Context: an optimization exercise on an open-source flow, tuned for small area. The choices shown serve that exercise and are no tape-out recipe. Function was checked by simulation only, so behaviour that the tests miss may differ from the original. Power is estimated from default activity; no workload was simulated.

[run.sh]
#!/bin/bash
# synth_recipe.tcl (not shown) runs the flow's synth.tcl, then flattens the netlist and writes it again
# the make line also repeats each setting of config.mk as NAME=value (left out here)
make -C /OpenROAD-flow-scripts/flow DESIGN_CONFIG=/design/flow/config.mk WORK_HOME=/design/flow/orfs CLKGATE_MAP_FILE= SYNTH_SCRIPT=/design/flow/synth_recipe.tcl finish
[constraint.sdc]
create_clock -name core_clock -period 20.0 [get_ports {clk}]
set_input_delay 4.0000 -clock core_clock [delete_from_list [all_inputs] [get_ports {clk}]]
set_output_delay 4.0000 -clock core_clock [all_outputs]
set_load 0.01 [all_outputs]
[config.mk]
export PLATFORM = sky130hd
export DESIGN_NAME = lcd_ctrl_top
export DESIGN_NICKNAME = lcd_ctrl_top
export VERILOG_FILES = /design/flow/design.v
export SDC_FILE = /design/flow/constraint.sdc
export NUM_CORES = 4
export LEC_CHECK = 0
export CAP_MARGIN = 20
export CORE_MARGIN = 2
export CORE_UTILIZATION = 40
export SLEW_MARGIN = 20
[design.v]
`timescale 1ns/10ps
`default_nettype none
package lcd_pkg;
    typedef logic [3:0]  nibble_t;      
    typedef logic [7:0]  lcd_byte_t;    
    typedef logic [4:0]  char_idx_t;    
    typedef logic [5:0]  wb_addr_t;     
    typedef logic [7:0]  wb_data_t;     
    typedef logic [19:0] dly_cnt_t;     
    localparam int TEXT_LEN = 32;       
    localparam int ROW_LEN  = 16;       
    localparam nibble_t   NIB_WAKE       = 4'h3;    
    localparam nibble_t   NIB_4BIT       = 4'h2;    
    localparam lcd_byte_t CMD_FUNC_SET   = 8'h28;   
    localparam lcd_byte_t CMD_ENTRY_MODE = 8'h06;   
    localparam lcd_byte_t CMD_DISP_ON    = 8'h0C;   
    localparam lcd_byte_t CMD_CLEAR      = 8'h01;   
    localparam lcd_byte_t ROW0_ADDR      = 8'h80;   
    localparam lcd_byte_t ROW1_ADDR      = 8'hC0;   
    localparam wb_addr_t REG_TEXT_BASE = 6'd0;    
    localparam wb_addr_t REG_CTRL      = 6'd32;   
    localparam wb_addr_t REG_STATUS    = 6'd33;   
    typedef enum logic [3:0] {
        S_PWR,           
        S_INIT_SEND,     
        S_INIT_ACK,
        S_INIT_DLY,      
        S_IDLE,
        S_ADDR_SEND,     
        S_ADDR_ACK,
        S_CHAR_SEND,
        S_CHAR_ACK
    } seq_state_t;
    typedef enum logic [1:0] {
        W_IDLE,
        W_E_HI,          
        W_GAP,           
        W_POST           
    } wr_state_t;
endpackage
`default_nettype wire
`timescale 1ns/10ps
`default_nettype none
module lcd_bus_writer #(
    parameter int unsigned T_E_PULSE    = 12,
    parameter int unsigned T_NIBBLE_GAP = 50,
    parameter int unsigned T_CMD        = 2000,
    parameter int unsigned T_CLEAR      = 82000
) (
    input  logic               clk,
    input  logic               rst,
    input  logic               wr_start,         
    input  logic               wr_rs,
    input  logic               wr_nibble_only,   
    input  lcd_pkg::lcd_byte_t wr_byte,
    output logic               wr_done,          
    output logic               lcd_e,
    output logic               lcd_rs,
    output lcd_pkg::nibble_t   lcd_data
);
    lcd_pkg::wr_state_t state;
    lcd_pkg::dly_cnt_t  cnt;          
    lcd_pkg::lcd_byte_t byte_q;       
    logic      nib_only_q;
    logic      lo_phase;     
    lcd_pkg::dly_cnt_t  post_dly;
    assign post_dly = (!lcd_rs && byte_q == lcd_pkg::CMD_CLEAR) ? lcd_pkg::dly_cnt_t'(T_CLEAR - 1)
                                                       : lcd_pkg::dly_cnt_t'(T_CMD - 1);
    always_ff @(posedge clk) begin
        if (state == lcd_pkg::W_IDLE && wr_start) begin
            byte_q     <= wr_byte;
            nib_only_q <= wr_nibble_only;
        end
    end
    always_ff @(posedge clk or posedge rst) begin
        if (rst) begin
            state    <= lcd_pkg::W_IDLE;
            cnt      <= '0;
            lo_phase <= 1'b0;
            wr_done  <= 1'b0;
            lcd_e    <= 1'b0;
            lcd_rs   <= 1'b0;
            lcd_data <= '0;
        end else begin
            wr_done <= 1'b0;   
            case (state)
                lcd_pkg::W_IDLE: begin
                    if (wr_start) begin
                        lcd_rs   <= wr_rs;
                        lcd_data <= wr_nibble_only ? wr_byte[3:0] : wr_byte[7:4];
                        lcd_e    <= 1'b1;   
                        cnt      <= lcd_pkg::dly_cnt_t'(T_E_PULSE - 1);
                        lo_phase <= 1'b0;
                        state    <= lcd_pkg::W_E_HI;
                    end
                end
                lcd_pkg::W_E_HI: begin
                    if (cnt == '0) begin
                        lcd_e <= 1'b0;   
                        if (nib_only_q) begin
                            wr_done <= 1'b1;   
                            state   <= lcd_pkg::W_IDLE;
                        end else if (!lo_phase) begin
                            cnt   <= lcd_pkg::dly_cnt_t'(T_NIBBLE_GAP - 1);
                            state <= lcd_pkg::W_GAP;
                        end else begin
                            cnt   <= post_dly;
                            state <= lcd_pkg::W_POST;
                        end
                    end else begin
                        cnt <= cnt - 1'b1;
                    end
                end
                lcd_pkg::W_GAP: begin
                    if (cnt == '0) begin
                        lcd_data <= byte_q[3:0];   
                        lcd_e    <= 1'b1;
                        cnt      <= lcd_pkg::dly_cnt_t'(T_E_PULSE - 1);
                        lo_phase <= 1'b1;
                        state    <= lcd_pkg::W_E_HI;
                    end else begin
                        cnt <= cnt - 1'b1;
                    end
                end
                lcd_pkg::W_POST: begin
                    if (cnt == '0) begin
                        wr_done <= 1'b1;
                        state   <= lcd_pkg::W_IDLE;
                    end else begin
                        cnt <= cnt - 1'b1;
                    end
                end
                default: state <= lcd_pkg::W_IDLE;
            endcase
        end
    end
endmodule
`default_nettype wire
`timescale 1ns/10ps
`default_nettype none
module lcd_sequencer #(
    parameter int unsigned T_POWER = 750000,
    parameter int unsigned T_WAKE1 = 205000,
    parameter int unsigned T_WAKE2 = 500,
    parameter int unsigned T_CMD   = 2000
) (
    input  logic               clk,
    input  logic               rst,
    input  logic               refresh_req,      
    input  logic               wr_done,
    input  lcd_pkg::lcd_byte_t char_data,        
    output logic               busy,
    output logic               ready,            
    output lcd_pkg::char_idx_t char_idx,
    output logic               wr_start,
    output logic               wr_rs,
    output logic               wr_nibble_only,
    output lcd_pkg::lcd_byte_t wr_byte
);
    lcd_pkg::seq_state_t state;
    lcd_pkg::dly_cnt_t   cnt;
    logic [2:0] step;        
    lcd_pkg::lcd_byte_t  init_byte;
    lcd_pkg::dly_cnt_t   wake_dly;
    always_comb begin
        case (step)
            3'd0, 3'd1, 3'd2: init_byte = {4'h0, lcd_pkg::NIB_WAKE};
            3'd3:             init_byte = {4'h0, lcd_pkg::NIB_4BIT};
            3'd4:             init_byte = lcd_pkg::CMD_FUNC_SET;
            3'd5:             init_byte = lcd_pkg::CMD_ENTRY_MODE;
            3'd6:             init_byte = lcd_pkg::CMD_DISP_ON;
            default:          init_byte = lcd_pkg::CMD_CLEAR;
        endcase
    end
    always_comb begin
        case (step[1:0])
            2'd0:    wake_dly = lcd_pkg::dly_cnt_t'(T_WAKE1 - 1);   
            2'd1:    wake_dly = lcd_pkg::dly_cnt_t'(T_WAKE2 - 1);   
            default: wake_dly = lcd_pkg::dly_cnt_t'(T_CMD - 1);     
        endcase
    end
    always_ff @(posedge clk or posedge rst) begin
        if (rst) begin
            state          <= lcd_pkg::S_PWR;
            cnt            <= lcd_pkg::dly_cnt_t'(T_POWER - 1);
            step           <= '0;
            char_idx       <= '0;
            busy           <= 1'b1;   
            ready          <= 1'b0;
            wr_start       <= 1'b0;
            wr_rs          <= 1'b0;
            wr_nibble_only <= 1'b0;
            wr_byte        <= '0;
        end else begin
            wr_start <= 1'b0;   
            case (state)
                lcd_pkg::S_PWR: begin
                    if (cnt == '0) begin
                        state <= lcd_pkg::S_INIT_SEND;
                    end else begin
                        cnt <= cnt - 1'b1;
                    end
                end
                lcd_pkg::S_INIT_SEND: begin
                    wr_start       <= 1'b1;
                    wr_rs          <= 1'b0;
                    wr_nibble_only <= ~step[2];   
                    wr_byte        <= init_byte;
                    state          <= lcd_pkg::S_INIT_ACK;
                end
                lcd_pkg::S_INIT_ACK: begin
                    if (wr_done) begin
                        if (!step[2]) begin
                            cnt   <= wake_dly;
                            state <= lcd_pkg::S_INIT_DLY;
                        end else if (step == 3'd7) begin
                            ready <= 1'b1;   
                            state <= lcd_pkg::S_ADDR_SEND;
                        end else begin
                            step  <= step + 3'd1;
                            state <= lcd_pkg::S_INIT_SEND;
                        end
                    end
                end
                lcd_pkg::S_INIT_DLY: begin
                    if (cnt == '0) begin
                        step  <= step + 3'd1;
                        state <= lcd_pkg::S_INIT_SEND;
                    end else begin
                        cnt <= cnt - 1'b1;
                    end
                end
                lcd_pkg::S_IDLE: begin
                    if (refresh_req) begin
                        busy  <= 1'b1;
                        state <= lcd_pkg::S_ADDR_SEND;
                    end
                end
                lcd_pkg::S_ADDR_SEND: begin
                    wr_start       <= 1'b1;
                    wr_rs          <= 1'b0;
                    wr_nibble_only <= 1'b0;
                    wr_byte        <= (char_idx < lcd_pkg::char_idx_t'(lcd_pkg::ROW_LEN)) ? lcd_pkg::ROW0_ADDR
                                                                         : lcd_pkg::ROW1_ADDR;
                    state          <= lcd_pkg::S_ADDR_ACK;
                end
                lcd_pkg::S_ADDR_ACK: if (wr_done) state <= lcd_pkg::S_CHAR_SEND;
                lcd_pkg::S_CHAR_SEND: begin
                    wr_start       <= 1'b1;
                    wr_rs          <= 1'b1;        
                    wr_nibble_only <= 1'b0;
                    wr_byte        <= char_data;   
                    state          <= lcd_pkg::S_CHAR_ACK;
                end
                lcd_pkg::S_CHAR_ACK: begin
                    if (wr_done) begin
                        if (char_idx == lcd_pkg::char_idx_t'(lcd_pkg::TEXT_LEN - 1)) begin
                            char_idx <= '0;
                            busy     <= 1'b0;   
                            state    <= lcd_pkg::S_IDLE;
                        end else begin
                            char_idx <= char_idx + 1'b1;
                            state    <= (char_idx == lcd_pkg::char_idx_t'(lcd_pkg::ROW_LEN - 1)) ? lcd_pkg::S_ADDR_SEND
                                                                                : lcd_pkg::S_CHAR_SEND;
                        end
                    end
                end
                default: state <= lcd_pkg::S_IDLE;
            endcase
        end
    end
endmodule
`default_nettype wire
`timescale 1ns/10ps
`default_nettype none
module lcd_wb_regs (
    input  logic               clk,
    input  logic               rst,
    input  logic               wb_cyc,
    input  logic               wb_stb,
    input  logic               wb_we,
    input  lcd_pkg::wb_addr_t  wb_adr,
    input  lcd_pkg::wb_data_t  wb_dat_w,
    input  logic               busy,        
    input  logic               ready,
    input  lcd_pkg::char_idx_t char_idx,
    output lcd_pkg::wb_data_t  wb_dat_r,    
    output logic               wb_ack,
    output logic               refresh_req,
    output lcd_pkg::lcd_byte_t char_data
);
    lcd_pkg::lcd_byte_t text_buf [lcd_pkg::TEXT_LEN];   
    logic      acc;                   
    logic      wr_ok;                 
    logic      text_hit;
    lcd_pkg::wb_addr_t  txt_off;
    lcd_pkg::wb_data_t  rd_mux;
    assign acc      = wb_cyc && wb_stb && !wb_ack;
    assign wr_ok    = acc && wb_we && !busy;
    assign txt_off  = wb_adr - lcd_pkg::REG_TEXT_BASE;
    assign text_hit = txt_off < lcd_pkg::wb_addr_t'(lcd_pkg::TEXT_LEN);
    assign char_data = text_buf[char_idx];
    always_comb begin
        if (text_hit) begin
            rd_mux = text_buf[lcd_pkg::char_idx_t'(txt_off)];
        end else if (wb_adr == lcd_pkg::REG_STATUS) begin
            rd_mux = {6'b0, ready, busy};
        end else begin
            rd_mux = '0;   
        end
    end
    always_ff @(posedge clk or posedge rst) begin
        if (rst) begin
            wb_ack      <= 1'b0;
            wb_dat_r    <= '0;
            refresh_req <= 1'b0;
        end else begin
            wb_ack      <= acc;   
            refresh_req <= 1'b0;
            if (acc && !wb_we) begin
                wb_dat_r <= rd_mux;
            end
            if (wr_ok && wb_adr == lcd_pkg::REG_CTRL && wb_dat_w[0]) begin
                refresh_req <= 1'b1;   
            end
        end
    end
    always_ff @(posedge clk or posedge rst) begin
        if (rst) begin
            for (int i = 0; i < lcd_pkg::TEXT_LEN; i++) begin
                text_buf[i] <= 8'h20;   
            end
        end else if (wr_ok && text_hit) begin
            text_buf[lcd_pkg::char_idx_t'(txt_off)] <= wb_dat_w;
        end
    end
endmodule
`default_nettype wire
`timescale 1ns/10ps
`default_nettype none
module lcd_ctrl_top #(
    parameter int unsigned T_POWER      = 750000,   
    parameter int unsigned T_WAKE1      = 205000,
    parameter int unsigned T_WAKE2      = 500,
    parameter int unsigned T_CMD        = 2000,     
    parameter int unsigned T_CLEAR      = 82000,    
    parameter int unsigned T_E_PULSE    = 12,
    parameter int unsigned T_NIBBLE_GAP = 50
) (
    input  logic              clk,
    input  logic              rst,
    input  logic              wb_cyc,
    input  logic              wb_stb,
    input  logic              wb_we,
    input  lcd_pkg::wb_addr_t wb_adr,
    input  lcd_pkg::wb_data_t wb_dat_w,
    output lcd_pkg::wb_data_t wb_dat_r,
    output logic              wb_ack,
    output logic              lcd_e,
    output logic              lcd_rs,
    output lcd_pkg::nibble_t  lcd_data
);
    logic      busy, ready, refresh_req;
    lcd_pkg::char_idx_t char_idx;
    lcd_pkg::lcd_byte_t char_data;
    logic      wr_start, wr_done, wr_rs, wr_nibble_only;
    lcd_pkg::lcd_byte_t wr_byte;
    lcd_wb_regs regs_i (
        .clk, .rst, .wb_cyc, .wb_stb, .wb_we, .wb_adr, .wb_dat_w,
        .busy, .ready, .char_idx,
        .wb_dat_r, .wb_ack, .refresh_req, .char_data
    );
    lcd_sequencer #(
        .T_POWER(T_POWER), .T_WAKE1(T_WAKE1), .T_WAKE2(T_WAKE2), .T_CMD(T_CMD)
    ) seq_i (
        .clk, .rst, .refresh_req, .wr_done, .char_data,
        .busy, .ready, .char_idx, .wr_start, .wr_rs, .wr_nibble_only, .wr_byte
    );
    lcd_bus_writer #(
        .T_E_PULSE(T_E_PULSE), .T_NIBBLE_GAP(T_NIBBLE_GAP),
        .T_CMD(T_CMD), .T_CLEAR(T_CLEAR)
    ) wr_i (
        .clk, .rst, .wr_start, .wr_rs, .wr_nibble_only, .wr_byte,
        .wr_done, .lcd_e, .lcd_rs, .lcd_data
    );
endmodule
`default_nettype wire
==> results.txt <==
==> sequential cells by signal, summed over array words and instances (netlist names), 4 cells and up <==
name and cells:
regs_i.text_buf 256, seq_i.cnt 20, wr_i.cnt 20, regs_i.wb_dat_r 8
seq_i.wr_byte 8, wr_i.byte_q 8, seq_i.char_idx 5, seq_i.state 4
wr_i.lcd_data 4
==> Yosys cell counts (11+ instances only) <==
cell	count	share of area, %
nand2_1	139	2.6
o22ai_1	21	0.66
nand4_1	36	1.1
o21ai_0	84	2.1
a31oi_1	25	0.79
nor3_1	39	0.99
nand2b_1	23	0.73
dfrtp_1	295	37
a21oi_1	73	1.8
nor3b_1	12	0.45
nor4_1	17	0.54
a22oi_1	68	2.6
and2_1	16	0.51
nor2_1	93	1.8
mux2i_1	32	1.6
a32oi_1	24	1.1
mux2_2	286	16
dfstp_2	46	6.1
nand3_1	95	2.4
ha_1	24	1.5
nor2b_1	28	0.88
inv_1	28	0.53
a32o_1	11	0.56
nand3b_1	20	0.76
buf_1	16	0.30
and3_1	12	0.38
a22o_1	33	1.5
clkbuf_1	118	2.2
==> area by class of cell <==
class                   count  area (um^2)
diodes                      2        5.005
clock buffers              58         1245
clock inverters            18        153.9
fillers                  4663        26750
inverters                  29        116.4
multi-input cells        1402        10310
flip-flops and latches    350         8865
well taps                 664        830.8
repair buffers             83        678.2
==> routing by layer <==
metal	up-vias	global-route usage [%]
met1	9044	47.93
met3	316	10.77
met2	1216	49.81
met5	-	0
met4	0	21.03
li1	7278	-
==> critical path: cells and delay by family <==
kind / cells / cell delay [ns]
and+or+nand+nor: 3 / 1.87
buffers and inverters: 2 / 0.81
muxes: 1 / 0.55
==> where the power goes <==
| part | internal (W) | switching [W] |
|---|---|---|
| Combinational | 0.0000353 | 0.0000773 |
| Sequential | 0.000735 | 0.0000292 |
| Clock | 0.000462 | 0.000328 |
| Total | 0.00123 | 0.000434 |
==> cell families (layout without fill, tap and decap cells) <==
| logic type | Yosys count | in the layout |
|---|---|---|
| multiplexers | 319 | 319 |
| XOR/XNOR | 5 | 5 |
| other | 0 | 2 |
| flip-flops | 350 | 350 |
| AO/OA/AOI/OAI | 471 | 471 |
| AND/OR/NAND/NOR | 583 | 583 |
| adder cells (fa/ha/maj) | 24 | 24 |
| buffers and inverters | 174 | 188 |
==> worst paths after layout <==
| kind | to | slack (ns) |
|---|---|---|
| worst max-delay path | regs_i.text_buf[10][4]$_DFFE_PP0P_ | 13.19 |
| max in group asynchronous | regs_i.text_buf[18][3]$_DFFE_PP0P_ | 13.67 |
| worst min register to register | wr_i.byte_q[7]$_DFFE_PP_ | 0.48 |
| worst max register to register | seq_i.wr_byte[2]$_DFFE_PP0P_ | 16.00 |
| min in group asynchronous | seq_i.cnt[18]$_DFFE_PP0P_ | 3.96 |
| worst min-delay path | wr_i.byte_q[7]$_DFFE_PP_ | 0.48 |
==> through the flow <==
| step | std cells | setup WS [ns] | cell area, um^2 |
|---|---|---|---|
| after global placement | 2526 | 12.14 | 20760 |
| after CTS | 2604 | 13.43 | 22200 |
| after floorplan | 1926 | 6.624 | 19800 |
| after global routing | 2604 | 13.33 | 22200 |
| final | 2606 | 13.19 | 22200 |
| after detailed placement | 2528 | 12.82 | 20800 |
==> metrics.md <==
| Metric | Value |
|---|---|
| Worst EP arrival | 7.27 ns |
| Core Footprint | roughly 50,000 um^2 |
| Die height | 226.5 um |
| Xor/xnor cell area share of the yosys netlist | 0.2211% |
| Leak pwr | around 9.5 nW |
| Ratio of cells with drive above 1 in the final layout | 25.36% |
| Most frequent cells in the layout | 292 x dfrtp_1, 286 x mux2_2, 139 x nand2_1 |
| Clock-pin slew on the worst setup and hold paths | approximately 0.06 ns |
| Most common cell after layout, fill and taps aside | dfrtp_1 |
| Sink Count | 350 |
| Post-Synth Adder-Cell Area | 1.516% |
| Starting DRT DRC Count | roughly 2.8k |
| Crit-path cells | buf_2 -> buf_4 -> nand3b_1 -> nor2_1 -> nand2_1 -> mux2_2 |
| Avg Cell Area, Syn | 10.28 um^2 |
| Synth unique cells | 83 |
| Root buffer cell | clkbuf_16 |
| Worst vdd ir | ~0.062 mV |
| Final ANT Viol Nets | 0 |
| Fin nets | approximately 2.0k |
| Post-Synthesis Cells | 1,926 |
| Initial Util | 40.45% |
| Min Tclk post-route | between 6 and 7 ns |
| Post-synthesis compound-gate area fraction | approximately 17% |
| Total GRT Usage | 35.48% |
| Fmax | 0.1469 GHz |
| Unrepaired setup endpoints after global routing | no |
| Worst hold path type | reg -> reg |
| Routed wl met2 | approximately 37 mm |
| Element type at the critical path end | flip-flop |
| Slew @ Worst Pin | 1.238 ns |
| Met1 WL | around 37 mm |
| Seq cells post-synth | 350 |
| TritonCTS clock tree | built |
| Critical path class | in -> reg |
| Slowest-stage cell, CP | nand2_1 |
| Vias per cell | 6.851 |
| First-pass detailed-route iteration total | 6 |
| Startpoint class of the critical path | input pin |
| Area growth syn-to-layout | 12.12% |
| Net Count, Synth | just under 2k |
| Worst Skew | 0.01833 ns |
| Cts repair resizes | 0 |
| Setup TNS Final | 0 ns |
| Row count | about 80 |
| Reg2reg start | seq_i.char_idx[2]$_DFFE_PP0P_ |
| Hold Path Depth | 0 |
| Die footprint | just over 50,000 um^2 |
| Simple-gate share of the synthesized area | 15.42% |
| CP max stage delay | 0.88 ns |
| FFs w/ async S/R, synth | a little over nine tenths |
| Routed wire length | 90.45 mm |
| HP Start | seq_i.wr_byte[7]$_DFFE_PP0P_ |
| Worst hold margin | 0.4804 ns |
| Max Slew Vio Count | 0 |
| Main combinational cell family by area after synthesis | multiplexers |
| Top Ports | 34 |
| CP max FO | 44 |
| Die width | 226.5 um |
| Post-Syn Area | about 20,000 um^2 |
| Drt drc | 0 |
| Global-route wire length before repair | around 130 mm |
| WL met3 | 10.58 mm |
| Ys flop type | dfrtp_1 |
| Post-layout util | 45.36% |
| Hold Fails Final Rpt | 0 |
| Synth warnings | 4 |
| Hpwl dp | 62.25 mm |
| Total Power | between 0.0015 and 0.002 W |
| CP startpoint | wb_adr[1] |
| Placer congestion estimate | 1.029 |
| Buffers on Ports | 33 |
| Mux cell area share after synthesis | 17.99% |
| Critical Path RT | 20.46 ns |
| Wire length per cell | 34.71 um |
| Count of final setup violators | 0 |
| Worst R2R Path Depth | 10 |
| Initial antenna violation count | 2 |
| Max-cap violations | 0 |
| Slew HR | 17.46% |
| Worst skew pair latency | 0.60 ns |
| Vias in the first global route | around 17k |
| Final period util | between 30% and 40% |
| Global route overflow | 0 |
| Post-synth EDFFs | 9 |
| Largest net degree at the start of global routing | 103 |
| Hold buffer count at CTS | 0 |
| Clock buffer depth | 3 |
| H-tree levels | 2 |
| Cts bufs inserted | 43 |
| Sequential area share after synthesis | 44.75% |
| PwrDens | 75.05 nW/um^2 |
| Status | timing/DRC/antenna clean |
| Post CTS Setup Buffer Count | 0 |
| Top Metal Used | met4 |
| Vias | 17.85k |

[separate check: timing with driven ports]
In the flow no input, the clock included, has a driving cell. The finished layout below was timed again as built, in two steps.
Step 1: set_driving_cell puts a clkbuf_16 on clk and a buf_2 on each other input, an assumption about the parent block.
Step 2 times the ports against the registers' clock, not the clock port: input delays grow and output delays shrink by t, the midpoint of the rising clock arrivals with the driver on.
Three values: ideal ports, drivers, drivers and shift; two values: the first two.
shift t [ns]: 0.645
setup slack, ns: 13.193 / 13.225 / 12.580
latest minus earliest clock arrival (ns): 0.023 / 0.022
worst slew at a driven data input, ns: 0.04
cell pins on the clock port's net: 1
After both steps setup and hold are still met in this run. The setup slack of this run moves by +0.032 ns with the drivers and by -0.613 ns with both steps.
